Source: an optimization exercise on an open RTL-to-GDS flow (aim: small area). Production flows keep margins and buffers that such runs may drop.
The RTL was checked by simulation tests, not by an equivalence proof against the original design.
Power and IR drop assume default switching activity. The clock port is modelled as an ideal driver; clocking choices that lean on that would not hold on a real chip.

Setup of run G:
==> flow/design.v (excerpt) <==
module cgra_trace_capture #(
    parameter int LANES = 16,
    parameter int DW    = 32,
    parameter int DEPTH = 8,
    parameter int CNT_W = 16
) (
    input  logic                  clock,
    input  logic                  reset,
    input  logic                  cap_start,
    input  logic                  cap_stop,
    input  logic [CNT_W-1:0]      cfg_frames,
    input  logic [LANES-1:0]      lane_valid,
    input  logic [LANES*DW-1:0]   lane_data,
    output logic                  busy,
    output logic [CNT_W-1:0]      drop_cnt,
    output logic                  out_valid,
    input  logic                  out_ready,
    output logic [LANES*(DW+1)-1:0] out_lanes,
    output logic [CNT_W-1:0]      out_seq
);
    localparam int FW = LANES * (DW + 1);
    localparam int AW = $clog2(DEPTH);
    logic             capture_q, drain_q;
    logic             has_budget_q;
    logic [CNT_W-1:0] rem_q;
    logic [CNT_W-1:0] seq_q;
    logic [CNT_W-1:0] drop_q;
    logic [AW:0]      count_q;
    logic [DEPTH-1:0] rsel_q;    
    logic [FW-1:0]    mem_q [DEPTH];
    logic [FW-1:0]    frame;
    logic [CNT_W-1:0] head_seq;
    logic [DEPTH-1:0] wsel;
    logic [CNT_W-1:0] seq_d;
    logic [AW:0]      count_d;
    logic             idle, start, offer, pop, full, push, drop, budget_hit;
    always_comb begin
        for (int i = 0; i < LANES; i++) begin
            frame[i*(DW+1) +: DW+1] = {lane_valid[i], lane_data[i*DW +: DW]};
        end
    end
    assign idle       = !capture_q && !drain_q;
  ...
export LEC_CHECK = 0
export CAP_MARGIN = 10
export CORE_MARGIN = 2
export CORE_UTILIZATION = 65
export PLACE_DENSITY = 0.75
export SLEW_MARGIN = 10
export SYNTH_MEMORY_MAX_BITS = 8192
create_clock -name core_clock -period 10.0 [get_ports {clock}]
standard.sh (not shown) runs the stock make flow with config.mk's settings and CLKGATE_MAP_FILE= SYNTH_SCRIPT=/design/flow/synth_recipe.tcl, a recipe that flattens the netlist after the stock synthesis.
==> flow/flow/run.sh <==
#!/bin/bash
# Own layout flow: the standard synthesis and layout, with
#  * a post-synthesis area remap of the read mux's combinational cells (flow/remap.py),
#  * the port buffers made as the smallest buffer cell instead of the resizer's default pick,
#  * a clock tree with larger sink clusters and no dummy loads.
# Each tool's output goes to a log file of its own in this folder.
set -euo pipefail
R=orfs/results/${FLOW_PLATFORM}/cgra_trace_capture/base

bash standard.sh synth > 1_synth_standard.log 2>&1

python3 flow/remap.py "$R/1_2_yosys.v" > 1_remap.log 2>&1
rm -f "$R/1_synth.odb" "$R/1_synth.sdc"

CTS="-sink_clustering_enable -repair_clock_nets -dont_use_dummy_load"
CTS="$CTS $(cat flow/cts_args.txt)"
bash standard.sh \
  "BUFFER_PORTS_ARGS=-buffer_cell sky130_fd_sc_hd__buf_1" \
  "CTS_ARGS=$CTS" \
  finish > 2_layout.log 2>&1
==> flow/flow/cts_args.txt <==
-sink_clustering_size 30 -sink_clustering_max_diameter 100
Other scripts of this flow, unchanged in this note and not shown: flow/flow/remap.py
Run G completed end to end with timing, DRC and antenna clean.
[inputs] run H vs run G
# run G
export LEC_CHECK = 0
export CAP_MARGIN = 10
export CORE_MARGIN = 2
export CORE_UTILIZATION = 65
export PLACE_DENSITY = 0.75
export SLEW_MARGIN = 10
export SYNTH_MEMORY_MAX_BITS = 8192
create_clock -name core_clock -period 10.0 [get_ports {clock}]
# run H
export LEC_CHECK = 0
export CAP_MARGIN = 20
export CORE_MARGIN = 2
export CORE_UTILIZATION = 55
export PLACE_DENSITY = 0.65
export SLEW_MARGIN = 20
export SYNTH_MEMORY_MAX_BITS = 8192
create_clock -name core_clock -period 10.0 [get_ports {clock}]
==> flow/flow/cts_args.txt <==
-sink_clustering_size 20 -sink_clustering_max_diameter 80
Notes after the runs:
- In the reports for run H and run G, the smaller final clock period utilization by the worst path belongs to run G.
- Taking run G as the reference, in run H number of non-clock buffers rose by 0.32%; vias per cell decreased by 0.37 relative to the old numbers; worst setup timing slack at the placement stage dropped 0.42 ns.
- Re final area: run H is 2600 sq um up on run G.
- Cmp run H and run G / total power / higher: run H
- Global-route wire length before repair: run H and run G compared, higher one is run H
- Run H against run G: floorplan die height grew by about 9%, core utilization went down 9.8 points, full die area went up by 18%.
- Across both runs, post-layout worst setup margin was lower for run H than for run G.

==> afterwards: timing with drivers on the ports <==
The flow's constraints put no driver on any port. The routed layouts listed below were extracted and timed again, unchanged, in two steps.
Step 1 (the two cells are an assumption about what drives the block):
set clk [get_ports {clock}]
set_driving_cell -lib_cell sky130_fd_sc_hd__clkbuf_16 $clk
set_driving_cell -lib_cell sky130_fd_sc_hd__buf_2 [delete_from_list [all_inputs] $clk]
Step 2 times the ports against the registers' clock, not the clock port: input delays grow and output delays shrink by t, the midpoint of the rising clock arrivals with the driver on.
Slacks: ideal ports / drivers / drivers and shift; pairs: ideal ports / drivers.
run | t (ns) | setup WS [ns] | worst hold slack (ns) | worst register clock-pin slew, ns | worst slew at a driven data input, ns
run G | 0.911 | 3.936 / 3.837 / 3.620 | 0.525 / 0.525 / 0.525 | 0.12 / 0.12 | 0.25
run H | 1.011 | 3.831 / 3.721 / 3.518 | 0.534 / 0.534 / 0.534 | 0.09 / 0.09 | 0.24
After both steps setup and hold are still met in every run listed. The setup slack of run G, which loses most, moves by -0.099 ns with the drivers and by -0.316 ns with both steps.
